From an optimization exercise on the open Yosys and OpenROAD flow, aimed at small area; shortcuts taken in it are not production practice. Function was checked by simulation only, so behaviour that the tests miss may differ from the original. No activity file was given, so power comes from the tool's default toggle rates.

==> flow/design.v <==
module decode_stage #(
    parameter int XLEN = 64,
    parameter int NREG = 32,
    parameter int RW   = $clog2(NREG)
) (
    input  logic            clk,
    input  logic            rst,
    input  logic            if_valid,
    input  logic [31:0]     ix,
    input  logic [XLEN-1:0] pc_in,
    input  logic            flush,
    input  logic            wb_we,
    input  logic [4:0]      wb_wa,
    input  logic [XLEN-1:0] wb_wd,
    output logic            stall,
    output logic            ex_valid,
    output logic            regWrite,
    output logic            memToReg,
    output logic            branch,
    output logic            jump,
    output logic            memRead,
    output logic            memWrite,
    output logic            aluSrc,
    output logic [1:0]      aluOp,
    output logic [XLEN-1:0] rd1,
    output logic [XLEN-1:0] rd2,
    output logic [XLEN-1:0] imm,
    output logic [XLEN-1:0] pc,
    output logic            funct7_5,
    output logic [2:0]      funct3,
    output logic [4:0]      wa,
    output logic [4:0]      rs1,
    output logic [4:0]      rs2,
    output logic            illegal
);
    localparam logic [6:0] OP_R      = 7'b0110011;
    localparam logic [6:0] OP_IMM    = 7'b0010011;
    localparam logic [6:0] OP_LOAD   = 7'b0000011;
    localparam logic [6:0] OP_STORE  = 7'b0100011;
    localparam logic [6:0] OP_BRANCH = 7'b1100011;
    localparam logic [6:0] OP_JAL    = 7'b1101111;
    localparam logic [6:0] OP_JALR   = 7'b1100111;
    localparam logic [6:0] OP_LUI    = 7'b0110111;
    localparam logic [6:0] OP_AUIPC  = 7'b0010111;
    logic [XLEN-1:0] rf_q [NREG];
    assign rf_q[0] = '0;
    generate
        for (genvar gi = 1; gi < NREG; gi++) begin : g_row
            logic sel_w, sel_h;
            assign sel_w = rst && wb_we && (wb_wa == 5'(gi));
            assign sel_h = rst && !(wb_we && (wb_wa == 5'(gi)));
            for (genvar gb = 0; gb < XLEN; gb++) begin : g_bit
                rf_bit u_bit (.clk(clk), .sel_w(sel_w), .sel_h(sel_h), .d(wb_wd[gb]),
                              .q(rf_q[gi][gb]));
            end
        end
    endgenerate
    logic [NREG-1:1] dec1, dec2;
    always_comb begin
        for (int i = 1; i < NREG; i++) begin
            dec1[i] = rs1 == 5'(i);
            dec2[i] = rs2 == 5'(i);
        end
    end
    generate
        for (genvar gb = 0; gb < XLEN; gb++) begin : g_rd
            logic [NREG-1:1] col;
            for (genvar gi = 1; gi < NREG; gi++) begin : g_col
                assign col[gi] = rf_q[gi][gb];
            end
            rd_bit #(.N(NREG-1)) u_rd1 (.sel(dec1), .d(col), .y(rd1[gb]));
            rd_bit #(.N(NREG-1)) u_rd2 (.sel(dec2), .d(col), .y(rd2[gb]));
        end
    endgenerate
    logic is_r, is_i, is_ld, is_st, is_br, is_jal, is_jalr, is_u, known_op;
    assign is_r    = ix[6:0] == OP_R;
    assign is_i    = ix[6:0] == OP_IMM;
    assign is_ld   = ix[6:0] == OP_LOAD;
    assign is_st   = ix[6:0] == OP_STORE;
    assign is_br   = ix[6:0] == OP_BRANCH;
    assign is_jal  = ix[6:0] == OP_JAL;
    assign is_jalr = ix[6:0] == OP_JALR;
    assign is_u    = (ix[6:0] == OP_LUI) || (ix[6:0] == OP_AUIPC);
    assign known_op = is_r || is_i || is_ld || is_st || is_br || is_jal || is_jalr || is_u;
    logic use_rs1, use_rs2;
    assign use_rs1 = is_r || is_i || is_ld || is_st || is_br || is_jalr;
    assign use_rs2 = is_r || is_st || is_br;
    assign stall = if_valid && !flush && ex_valid && memRead && (wa != 5'd0) &&
                   ((use_rs1 && (ix[19:15] == wa)) || (use_rs2 && (ix[24:20] == wa)));
    logic load;
    assign load = rst && if_valid && !flush && !stall;
    always_ff @(posedge clk) begin
        ex_valid <= load;
        regWrite <= load && (is_r || is_i || is_ld || is_jal || is_jalr || is_u);
        memRead  <= load && is_ld;
        branch   <= load && is_br;
        jump     <= load && (is_jal || is_jalr);
        memWrite <= load && is_st;
        aluSrc   <= load && (is_i || is_ld || is_st || is_jalr || is_u);
        aluOp[1] <= load && (is_r || is_i);
        aluOp[0] <= load && (is_br || is_i);
        illegal  <= load && !known_op;
    end
    assign memToReg = memRead;
    logic [29:25] ix_hi;
    logic         sgn, f_i, f_u, f_j;
    always_ff @(posedge clk) begin
        pc       <= pc_in;
        funct7_5 <= ix[30];
        funct3   <= ix[14:12];
        wa       <= ix[11:7];
        rs1      <= ix[19:15];
        rs2      <= ix[24:20];
        ix_hi    <= ix[29:25];
        sgn      <= ix[31] && (is_i || is_ld || is_st || is_br || is_jal || is_jalr || is_u);
        f_i      <= is_i || is_ld || is_jalr;
        f_u      <= is_u;
        f_j      <= is_jal;
    end
    logic f_s, f_b;
    assign f_s = memWrite;
    assign f_b = branch;
    logic [30:7] r;
    assign r = {funct7_5, ix_hi, rs2, rs1, funct3, wa};
    always_comb begin
        imm = {XLEN{sgn}};
        imm[0]     = (f_i && r[20]) || (f_s && r[7]);
        imm[4:1]   = ({4{f_i || f_j}} & r[24:21]) | ({4{f_s || f_b}} & r[11:8]);
        imm[10:5]  = {6{f_i || f_s || f_b || f_j}} & r[30:25];
        imm[11]    = ((f_i || f_s) && sgn) || (f_b && r[7]) || (f_j && r[20]);
        imm[19:12] = (f_u || f_j) ? r[19:12] : {8{sgn}};
        imm[30:20] = f_u ? r[30:20] : {11{sgn}};
    end
endmodule
module rf_bit (
    input  logic clk,
    input  logic sel_w,
    input  logic sel_h,
    input  logic d,
    output logic q
);
    always_ff @(posedge clk) q <= (sel_w && d) || (sel_h && q);
endmodule
module rd_bit #(
    parameter int N = 31
) (
    input  logic [N-1:0] sel,
    input  logic [N-1:0] d,
    output logic         y
);
    logic [9:0] g_n;
    for (genvar g = 0; g < 10; g++) begin : g_grp
        rd_grp3 u_grp (.sel(sel[3*g +: 3]), .d(d[3*g +: 3]), .y_n(g_n[g]));
    end
    rd_comb u_comb (.g_n(g_n), .sel(sel[30]), .d(d[30]), .y(y));
endmodule
module rd_grp3 (
    input  logic [2:0] sel,
    input  logic [2:0] d,
    output logic       y_n
);
    assign y_n = !(|(sel & d));
endmodule
module rd_comb (
    input  logic [9:0] g_n,
    input  logic       sel,
    input  logic       d,
    output logic       y
);
    assign y = !(&g_n) || (sel && d);
endmodule
export LEC_CHECK = 0
export CAP_MARGIN = 20
export CORE_MARGIN = 2
export CORE_UTILIZATION = 40
export SLEW_MARGIN = 20
export SYNTH_HIERARCHICAL = 1
create_clock -name core_clock -period 6.0 [get_ports {clk}]
standard.sh (not shown) runs the stock make flow with config.mk's settings and CLKGATE_MAP_FILE= SYNTH_SCRIPT=/design/flow/synth_recipe.tcl, a recipe that flattens the netlist after the stock synthesis.
==> flow/flow/run.sh <==
#!/bin/bash
# Standard ORFS layout with smaller port buffers and no CTS dummy loads.
set -euo pipefail
export BUFFER_PORTS_ARGS="-buffer_cell sky130_fd_sc_hd__buf_1"
export CTS_ARGS="-sink_clustering_enable -repair_clock_nets -dont_use_dummy_load"
bash standard.sh > orfs_make.log 2>&1
==> next run, changes <==
==> flow/run.sh (new file) <==
#!/bin/bash
# synth_recipe.tcl (not shown) runs the flow's synth.tcl, then flattens the netlist and writes it again
# the make line also repeats each setting of config.mk as NAME=value (left out here)
make -C /OpenROAD-flow-scripts/flow DESIGN_CONFIG=/design/flow/config.mk WORK_HOME=/design/flow/orfs CLKGATE_MAP_FILE= SYNTH_SCRIPT=/design/flow/synth_recipe.tcl finish
removed: flow/flow/run.sh
removed: flow/standard.sh
Result: Final area came out higher by 4.5%; global-route usage came out lower by 1.6 points; hold slack improved by 74 ps; sequential share of layout area came out lower by 1.9 points; fmax came out lower by 2.9%; register-to-register slack improved by 80 ps; total power came out higher by 10%; synthesized area stays the same.
==> next run, changes <==
==> flow/flow/run.sh (new file) <==
#!/bin/bash
# Standard ORFS layout with smaller port buffers and a leaner clock tree.
set -euo pipefail
export BUFFER_PORTS_ARGS="-buffer_cell sky130_fd_sc_hd__buf_1"
export CTS_ARGS="-sink_clustering_enable -repair_clock_nets -buf_list sky130_fd_sc_hd__clkbuf_16 -sink_clustering_size 20 -sink_clustering_max_diameter 50 -dont_use_dummy_load"
bash standard.sh > orfs_make.log 2>&1
==> flow/standard.sh (new file) <==
#!/bin/bash
# synth_recipe.tcl (not shown) runs the flow's synth.tcl, then flattens the netlist and writes it again
# the make line also repeats each setting of config.mk as NAME=value (left out here)
make -C /OpenROAD-flow-scripts/flow DESIGN_CONFIG=/design/flow/config.mk WORK_HOME=/design/flow/orfs CLKGATE_MAP_FILE= SYNTH_SCRIPT=/design/flow/synth_recipe.tcl "${@:-finish}"
removed: flow/run.sh
Critical path depth does not change.
Cell count went down by 1.6%.
Worst setup slack gains 240 ps.
Via count went up by 1.3%.
Routed wire length went up by 4.1%.
Hold slack loses 81 ps.

==> static timing again, ports no longer ideal <==
No port has a modelled driver above. Below, the same layouts with a new extraction and two added sets of constraints.
Step 1, drivers: a clkbuf_16 drives clk and a buf_2 each remaining input, both assumed.
Step 2 adds t to the input delays and takes it off the output delays; t is the mean of the earliest and latest rising clock arrival at the registers after step 1. Input paths then give back, and output paths get back, about the clock's delay inside the block.
Three values: no drivers, after step 1, after step 2; two values: the first two.
run	t, ns	slack for setup (ns)	hold WS [ns]	worst setup path at the end
the first run	0.932	0.252 / 0.161 / 1.093	0.421 / 0.352 / 0.494	register to output
the second run	0.960	0.078 / -0.011 / 0.949	0.495 / 0.495 / 0.495	register to output
the third run	0.923	0.317 / 0.225 / 1.148	0.413 / 0.344 / 0.495	register to output
After both steps every run listed still meets setup and hold.
